Source: an optimization exercise on an open RTL-to-GDS flow (aim: small area, a short achievable clock period and few clock cycles per item). Production flows keep margins and buffers that such runs may drop.
In this exercise RTL edits were held to simulation tests only and were not proved equivalent to the original.
No activity file was given, so power comes from the tool's default toggle rates.

$ cat design/flow/config.mk
export PLATFORM = sky130hd
export DESIGN_NAME = axi_4_vlsu_req_sequencer
export DESIGN_NICKNAME = axi_4_vlsu_req_sequencer
export VERILOG_FILES = /design/flow/design.v
export SDC_FILE = /design/flow/constraint.sdc
export NUM_CORES = 4
export LEC_CHECK = 0
export CAP_MARGIN = 20
export CORE_AREA = 10 10 510 510
export DIE_AREA = 0 0 520 520
export SLEW_MARGIN = 20
$ cat design/flow/constraint.sdc
create_clock -name core_clock -period 5.0 [get_ports {clk}]
set_input_delay 1.0000 -clock core_clock [delete_from_list [all_inputs] [get_ports {clk}]]
set_output_delay 1.0000 -clock core_clock [all_outputs]
set_load 0.01 [all_outputs]
$ cat design/flow/design.v
module axi_4_vlsu_req_sequencer_burst_calc
#(
    parameter int unsigned CNT_W      = 16,
    parameter int unsigned BURST_MAX  = 8,
    parameter int unsigned PAGE_BYTES = 4096,
    parameter int unsigned BEAT_BYTES = 8,
    parameter int unsigned N_W       = $clog2(BURST_MAX + 1)
) (
    input  logic [$clog2(PAGE_BYTES)-1:0] page_off,
    input  logic [CNT_W-1:0]              remaining,
    output logic [N_W-1:0]                n
);
    localparam int unsigned OffW      = $clog2(PAGE_BYTES);
    localparam int unsigned BeatShift = $clog2(BEAT_BYTES);
    logic [OffW:0] page_room;
    logic [31:0]   page_beats;
    logic [31:0]   lim;
    assign page_room  = (OffW + 1)'(PAGE_BYTES) - {1'b0, page_off};
    assign page_beats = 32'(page_room) >> BeatShift;
    always_comb begin
        lim = BURST_MAX;
        if (page_beats < lim) lim = page_beats;
        if (32'(remaining) < lim) lim = 32'(remaining);
    end
    assign n = N_W'(lim);
endmodule
module axi_4_vlsu_req_sequencer
#(
    parameter int unsigned ADDR_W    = 32,
    parameter int unsigned DATA_W    = 64,
    parameter int unsigned BURST_MAX = 8,
    parameter int unsigned CNT_W     = 16
) (
    input  logic                          clk,
    input  logic                          reset,
    input  logic                          req_valid,
    output logic                          req_ready,
    input  logic                          req_we,
    input  logic [ADDR_W-1:0]             req_addr,
    input  logic [CNT_W-1:0]              req_beats,
    input  logic                          wdata_valid,
    output logic                          wdata_ready,
    input  logic [DATA_W-1:0]             wdata,
    output logic                          rdata_valid,
    input  logic                          rdata_ready,
    output logic [DATA_W-1:0]             rdata,
    output logic                          done,
    output logic                          err,
    output logic                          ld_req,
    output logic                          st_req,
    output logic [ADDR_W-1:0]             base_addr,
    output logic [7:0]                    burst_len,
    output logic [2:0]                    burst_size,
    output logic [1:0]                    burst_type,
    output logic [DATA_W*BURST_MAX-1:0]   vlsu_wdata,
    output logic [(DATA_W/8)*BURST_MAX-1:0] write_strobe,
    input  logic [DATA_W*BURST_MAX-1:0]   burst_rdata_array,
    input  logic                          burst_valid_data,
    input  logic                          burst_wr_valid
);
    localparam int unsigned BEAT_BYTES    = 8;
    localparam int unsigned PAGE_BYTES    = 4096;
    localparam logic [2:0]  BURST_SIZE_8B = 3'd3;
    localparam logic [1:0]  BURST_INCR    = 2'b01;
    typedef enum logic [3:0] {
        StIdle,
        StCalc,
        StWfill,
        StWissue,
        StWwait,
        StRissue,
        StRwait,
        StRdrain,
        StFin
    } seq_state_e;
    localparam int unsigned N_W       = $clog2(BURST_MAX + 1);
    localparam int unsigned StrbW     = DATA_W / 8;
    localparam int unsigned WBufW     = DATA_W * BURST_MAX;
    localparam int unsigned SBufW     = StrbW * BURST_MAX;
    localparam int unsigned WOffW     = $clog2(WBufW);
    localparam int unsigned SOffW     = $clog2(SBufW);
    localparam int unsigned OffW      = $clog2(PAGE_BYTES);
    localparam int unsigned AlignW    = $clog2(BEAT_BYTES);
    seq_state_e          state_q;
    logic [ADDR_W-1:0]   addr_q;
    logic [CNT_W-1:0]    remaining_q;
    logic                we_q;
    logic                err_lat_q;
    logic [N_W-1:0]      burst_n_q;
    logic [N_W-1:0]      beat_idx_q;
    logic [WBufW-1:0]    rbuf_q;
    logic                req_ready_q;
    logic                wdata_ready_q;
    logic                rdata_valid_q;
    logic [DATA_W-1:0]   rdata_q;
    logic                done_q;
    logic                err_q;
    logic                ld_req_q;
    logic                st_req_q;
    logic [ADDR_W-1:0]   base_addr_q;
    logic [7:0]          burst_len_q;
    logic [WBufW-1:0]    vlsu_wdata_q;
    logic [SBufW-1:0]    write_strobe_q;
    logic [N_W-1:0]      calc_n;
    logic [N_W-1:0]      last_idx;
    logic [N_W-1:0]      next_idx;
    logic [WOffW-1:0]    wr_off;
    logic [WOffW-1:0]    rd_off;
    logic [SOffW-1:0]    st_off;
    logic [ADDR_W-1:0]   next_addr;
    logic                last_burst;
    axi_4_vlsu_req_sequencer_burst_calc #(
        .CNT_W     (CNT_W),
        .BURST_MAX (BURST_MAX),
        .PAGE_BYTES(PAGE_BYTES),
        .BEAT_BYTES(BEAT_BYTES),
        .N_W       (N_W)
    ) u_burst_calc (
        .page_off  (addr_q[OffW-1:0]),
        .remaining (remaining_q),
        .n         (calc_n)
    );
    assign last_idx   = burst_n_q - N_W'(1);
    assign next_idx   = beat_idx_q + N_W'(1);
    assign wr_off     = WOffW'(beat_idx_q) * WOffW'(DATA_W);
    assign rd_off     = WOffW'(next_idx) * WOffW'(DATA_W);
    assign st_off     = SOffW'(beat_idx_q) * SOffW'(StrbW);
    assign next_addr  = addr_q + (ADDR_W'(burst_n_q) << AlignW);
    assign last_burst = (remaining_q == CNT_W'(burst_n_q));
    always_ff @(posedge clk) begin
        if (reset) begin
            state_q        <= StIdle;
            addr_q         <= '0;
            remaining_q    <= '0;
            we_q           <= 1'b0;
            err_lat_q      <= 1'b0;
            burst_n_q      <= '0;
            beat_idx_q     <= '0;
            rbuf_q         <= '0;
            req_ready_q    <= 1'b1;
            wdata_ready_q  <= 1'b0;
            rdata_valid_q  <= 1'b0;
            rdata_q        <= '0;
            done_q         <= 1'b0;
            err_q          <= 1'b0;
            ld_req_q       <= 1'b0;
            st_req_q       <= 1'b0;
            base_addr_q    <= '0;
            burst_len_q    <= '0;
            vlsu_wdata_q   <= '0;
            write_strobe_q <= '0;
        end else begin
            case (state_q)
                StIdle: begin
                    done_q      <= 1'b0;
                    err_q       <= 1'b0;
                    req_ready_q <= 1'b1;
                    if (req_valid && req_ready_q) begin
                        req_ready_q <= 1'b0;
                        addr_q      <= req_addr;
                        remaining_q <= req_beats;
                        we_q        <= req_we;
                        err_lat_q   <= 1'b0;
                        if (req_addr[AlignW-1:0] != '0) begin
                            err_lat_q <= 1'b1;
                            state_q   <= StFin;
                        end else if (req_beats == '0) begin
                            state_q <= StFin;
                        end else begin
                            state_q <= StCalc;
                        end
                    end
                end
                StCalc: begin
                    burst_n_q   <= calc_n;
                    base_addr_q <= addr_q;
                    burst_len_q <= 8'(calc_n - N_W'(1));
                    beat_idx_q  <= '0;
                    if (we_q) begin
                        vlsu_wdata_q   <= '0;
                        write_strobe_q <= '0;
                        wdata_ready_q  <= 1'b1;
                        state_q        <= StWfill;
                    end else begin
                        ld_req_q <= 1'b1;
                        state_q  <= StRissue;
                    end
                end
                StWfill: begin
                    if (wdata_valid && wdata_ready_q) begin
                        vlsu_wdata_q[wr_off +: DATA_W]  <= wdata;
                        write_strobe_q[st_off +: StrbW] <= '1;
                        if (beat_idx_q == last_idx) begin
                            wdata_ready_q <= 1'b0;
                            st_req_q      <= 1'b1;
                            state_q       <= StWissue;
                        end else begin
                            beat_idx_q <= next_idx;
                        end
                    end
                end
                StWissue: begin
                    st_req_q <= 1'b0;
                    state_q  <= StWwait;
                end
                StWwait: begin
                    if (burst_wr_valid) begin
                        addr_q      <= next_addr;
                        remaining_q <= remaining_q - CNT_W'(burst_n_q);
                        state_q     <= last_burst ? StFin : StCalc;
                    end
                end
                StRissue: begin
                    ld_req_q <= 1'b0;
                    state_q  <= StRwait;
                end
                StRwait: begin
                    if (burst_valid_data) begin
                        rbuf_q        <= burst_rdata_array;
                        rdata_q       <= burst_rdata_array[DATA_W-1:0];
                        rdata_valid_q <= 1'b1;
                        beat_idx_q    <= '0;
                        state_q       <= StRdrain;
                    end
                end
                StRdrain: begin
                    if (rdata_ready) begin
                        if (beat_idx_q == last_idx) begin
                            rdata_valid_q <= 1'b0;
                            addr_q        <= next_addr;
                            remaining_q   <= remaining_q - CNT_W'(burst_n_q);
                            state_q       <= last_burst ? StFin : StCalc;
                        end else begin
                            beat_idx_q <= next_idx;
                            rdata_q    <= rbuf_q[rd_off +: DATA_W];
                        end
                    end
                end
                StFin: begin
                    done_q  <= 1'b1;
                    err_q   <= err_lat_q;
                    state_q <= StIdle;
                end
                default: state_q <= StIdle;
            endcase
        end
    end
    assign req_ready    = req_ready_q;
    assign wdata_ready  = wdata_ready_q;
    assign rdata_valid  = rdata_valid_q;
    assign rdata        = rdata_q;
    assign done         = done_q;
    assign err          = err_q;
    assign ld_req       = ld_req_q;
    assign st_req       = st_req_q;
    assign base_addr    = base_addr_q;
    assign burst_len    = burst_len_q;
    assign burst_size   = BURST_SIZE_8B;
    assign burst_type   = BURST_INCR;
    assign vlsu_wdata   = vlsu_wdata_q;
    assign write_strobe = write_strobe_q;
endmodule
$ cat design/flow/run.sh
#!/bin/bash
# synth_recipe.tcl (not shown) runs the flow's synth.tcl, then flattens the netlist and writes it again
# the make line also repeats each setting of config.mk as NAME=value (left out here)
make -C /OpenROAD-flow-scripts/flow DESIGN_CONFIG=/design/flow/config.mk WORK_HOME=/design/flow/orfs CLKGATE_MAP_FILE= SYNTH_SCRIPT=/design/flow/synth_recipe.tcl finish
==> impl_metrics.json <==
{
  "synth-edff-count": 0,
  "p_clk_frac": 0.429,
  "core_um2": 249000,
  "hold_viol_final": 0,
  "grt_antenna_before_repair": 100,
  "synth_common_cells": "dfxtp_1, nand2_1, nor2_1, a21oi_1, a22oi_1",
  "pwr_density_cell_nw_per_um2": 380,
  "initial_utilization": 0.197,
  "synthDistinctLibCells": 71,
  "ys_seq_area_frac": 0.514,
  "drc": 0,
  "leakage_nw": 23.1,
  "hp-class": "reg2reg",
  "whs_ps": 450,
  "skew_ps": 56.8,
  "grt_usage": 0.176,
  "drv_cap": 0,
  "ant_nets": 0,
  "die_area_um2": 270000,
  "finalCritPeriodShare": 0.793,
  "drt-total-wl_mm": 254,
  "firstDrtPassIters": 8,
  "worstSkewPairLatency_ps": 790,
  "combPwrFrac": 0.171,
  "nets": 7295,
  "grt_pass1_wl_mm": 351,
  "synth-async-reset-ratio": 0,
  "relSlewSlack": 0.215,
  "placed_area_um2": 65500,
  "synthTopCellsByArea": "dfxtp_1, nand2_1, a22oi_1",
  "grt_max_degree": 184,
  "p_seq_frac": 0.400,
  "cell_internal_pwr_mw": 18.9,
  "switching_share": 0.300,
  "syn_area_per_cell_um2": 8.73,
  "io_buffers": 1318,
  "clk_pin_slew_ps": 60,
  "final-max-slew-violation-count": 0,
  "post_cts_resized": 0,
  "worst_pin_slew_ps": 1180,
  "die_w_um": 520,
  "setup_viol": 0,
  "cp-start-kind": "flop",
  "ff2ff_setup_slack_ps": 1030,
  "cts_setup_buffers": 0,
  "setup_tns_ps": 0,
  "synth-warning-count": 2,
  "drive_above_1_share": 0.0764,
  "grt_pass1_vias": 45540,
  "irDropWorstVdd_uv": 285,
  "p_switching_mw": 8.09,
  "h-tree-depth": 4,
  "chipHeight_um": 520,
  "yosys.area.top_type": "dfxtp_1",
  "fin_crit_ps": 3970,
  "crit_fanout": 7,
  "critical_path_arrival_ps": 4630,
  "drt_first_iter_violations": 5062,
  "status": "no timing/DRC/antenna violations",
  "area_growth_pct": 44.7,
  "end_kind": "flop",
  "critPathRequiredTime_ps": 5660,
  "yosys_most_used_dff": "dfxtp_1",
  "synthCells": 5609,
  "yosysTopAreaCellShare": 0.514,
  "rsz0062_at_grt": "false",
  "dp_hpwl_mm": 191,
  "ys_seq_elements": 1258,
  "cts_hold_buffers": 0,
  "criticalPathCategory": "reg2reg",
  "cts_buffers": 146,
  "clockBufferDepth": 3,
  "fin_area_um2": 70900,
  "yosysMostFrequentCell": "dfxtp_1",
  "rows": 183,
  "wl_per_cell_um": 25.0,
  "synth_area_um2": 49000,
  "clock_sink_count": 1258,
  "total_power_mw": 26.9,
  "num_io_pins": 1324,
  "grt-ovfl-total": 0,
  "via_per_inst": 4.68,
  "tritoncts": "done",
  "max_freq_mhz": 252,
  "post-route-util": 0.285,
  "gp_congestion": 0.884,
  "vias": 47488,
  "cts_root_buf": "clkbuf_16"
}
==> sequential cells by signal, indices dropped and copies added, names as in the netlist, 5 cells and up <==
name and cells:
rbuf_q 512, vlsu_wdata_q 512, rdata_q 64, write_strobe_q 64, addr_q 32, base_addr_q 32, remaining_q 16, burst_len_q 5
==> final timing paths <==
check | startpoint | to | cells past startpoint
min reg2reg | rbuf_q[427] | rbuf_q[427] | 2
max | addr_q[3] | burst_len_q[2] | 12
max reg2reg | addr_q[3] | burst_len_q[2] | 12
min | rbuf_q[427] | rbuf_q[427] | 2
==> area by class of cell <==
type | count | area [um^2]
repair buffers | 1406 | 14200
clock buffers | 196 | 4180
flip-flops and latches | 1258 | 25200
inverters | 34 | 135
multi-input cells | 3791 | 21800
well taps | 3330 | 4170
clock inverters | 73 | 1080
diodes | 54 | 135
fillers | 26345 | 178000
==> power by group through the flow <==
stage	clock [mW]	combinational (mW)	sequential, mW
3_3_place_gp	0	4.58	11.0
5_1_grt	12.2	4.97	10.8
6_report	11.6	4.62	10.8
2_1_floorplan	0	2.36	10.9
3_5_place_dp	0	4.63	11.0
4_1_cts	11.8	4.65	10.8
==> per-layer routing <==
metal  up-vias  wire, um  GRT usage
met5         -       383          0
met4        58      9550     0.0651
met3       453     24800     0.0613
met2      2323    115000      0.280
met1     23184    104000      0.218
li1      21470         -          -
==> placed cells by master (no fill, tap or decap), types with 12 or more instances in the layout <==
master	n
clkdlybuf4s50_1	1317
dfxtp_1	1258
nand2_1	1212
nor2_1	679
a21oi_1	605
a22oi_1	517
clkbuf_16	147
mux4_2	128
o21ai_0	111
and2_1	76
mux2i_1	68
o2bb2ai_1	64
buf_4	63
diode_2	54
inv_1	33
clkbuf_8	32
nand3_1	25
clkinv_2	25
buf_12	25
nor3_1	23
ha_1	23
a31oi_1	18
clkbuf_1	17
a211oi_1	16
clkinvlp_4	15
nor4_1	14
bufinv_16	14
nand4_1	12
and3_1	12
==> critical path, cell delays in order, from the launching register on <==
cell	delay [ps]
dfxtp_1	380
or4_1	630
or3_1	350
and2_1	190
ha_1	180
a211oi_1	210
o211ai_1	120
a211oi_1	630
or2_2	290
a21oi_1	130
ha_1	220
or3_1	360
o211ai_1	160
==> per-stage QoR <==
stage	cells	worst slack, ps
floorplan	5618	1380
global placement	9819	986
detailed placement	9819	910
CTS	10088	1070
global route	10119	768
finish	10142	1030
==> cells by family (layout without fill, tap and decap cells) <==
kind of cell    Yosys count  after routing  synth area share
compound gates         1408           1408             0.182
other cells               2             65          0.000153
buf+inv                 569           1709            0.0452
flops                  1258           1258             0.514
xor+xnor                 13             13           0.00263
simple gates           2137           2137             0.176
fa+ha+maj                26             26           0.00695
mux                     196            196            0.0728
Testbench counts, summed over its fixed seeds: cycles 35,822, beats 17,486.

## re-timing with driven ports
Ports are ideal in the flow. The routed layout listed here was re-timed in OpenROAD. Step 1 assumes that a clkbuf_16 drives the clock port and a buf_2 every other input. Step 2, shift: input delay + t, output delay - t, t = (earliest + latest rising clock arrival at the registers) / 2. This alone moves slack from input paths to output paths. Three values: ideal ports, drivers, drivers and shift; two values: the first two.
t (ns): 0.843
setup slack, ns: 1.033 / 1.033 / 0.768
pins driven straight from the clock port: 1
After both steps this run still meets setup and hold. The setup slack of this run moves by 0.000 ns with the drivers and by -0.265 ns with both steps.
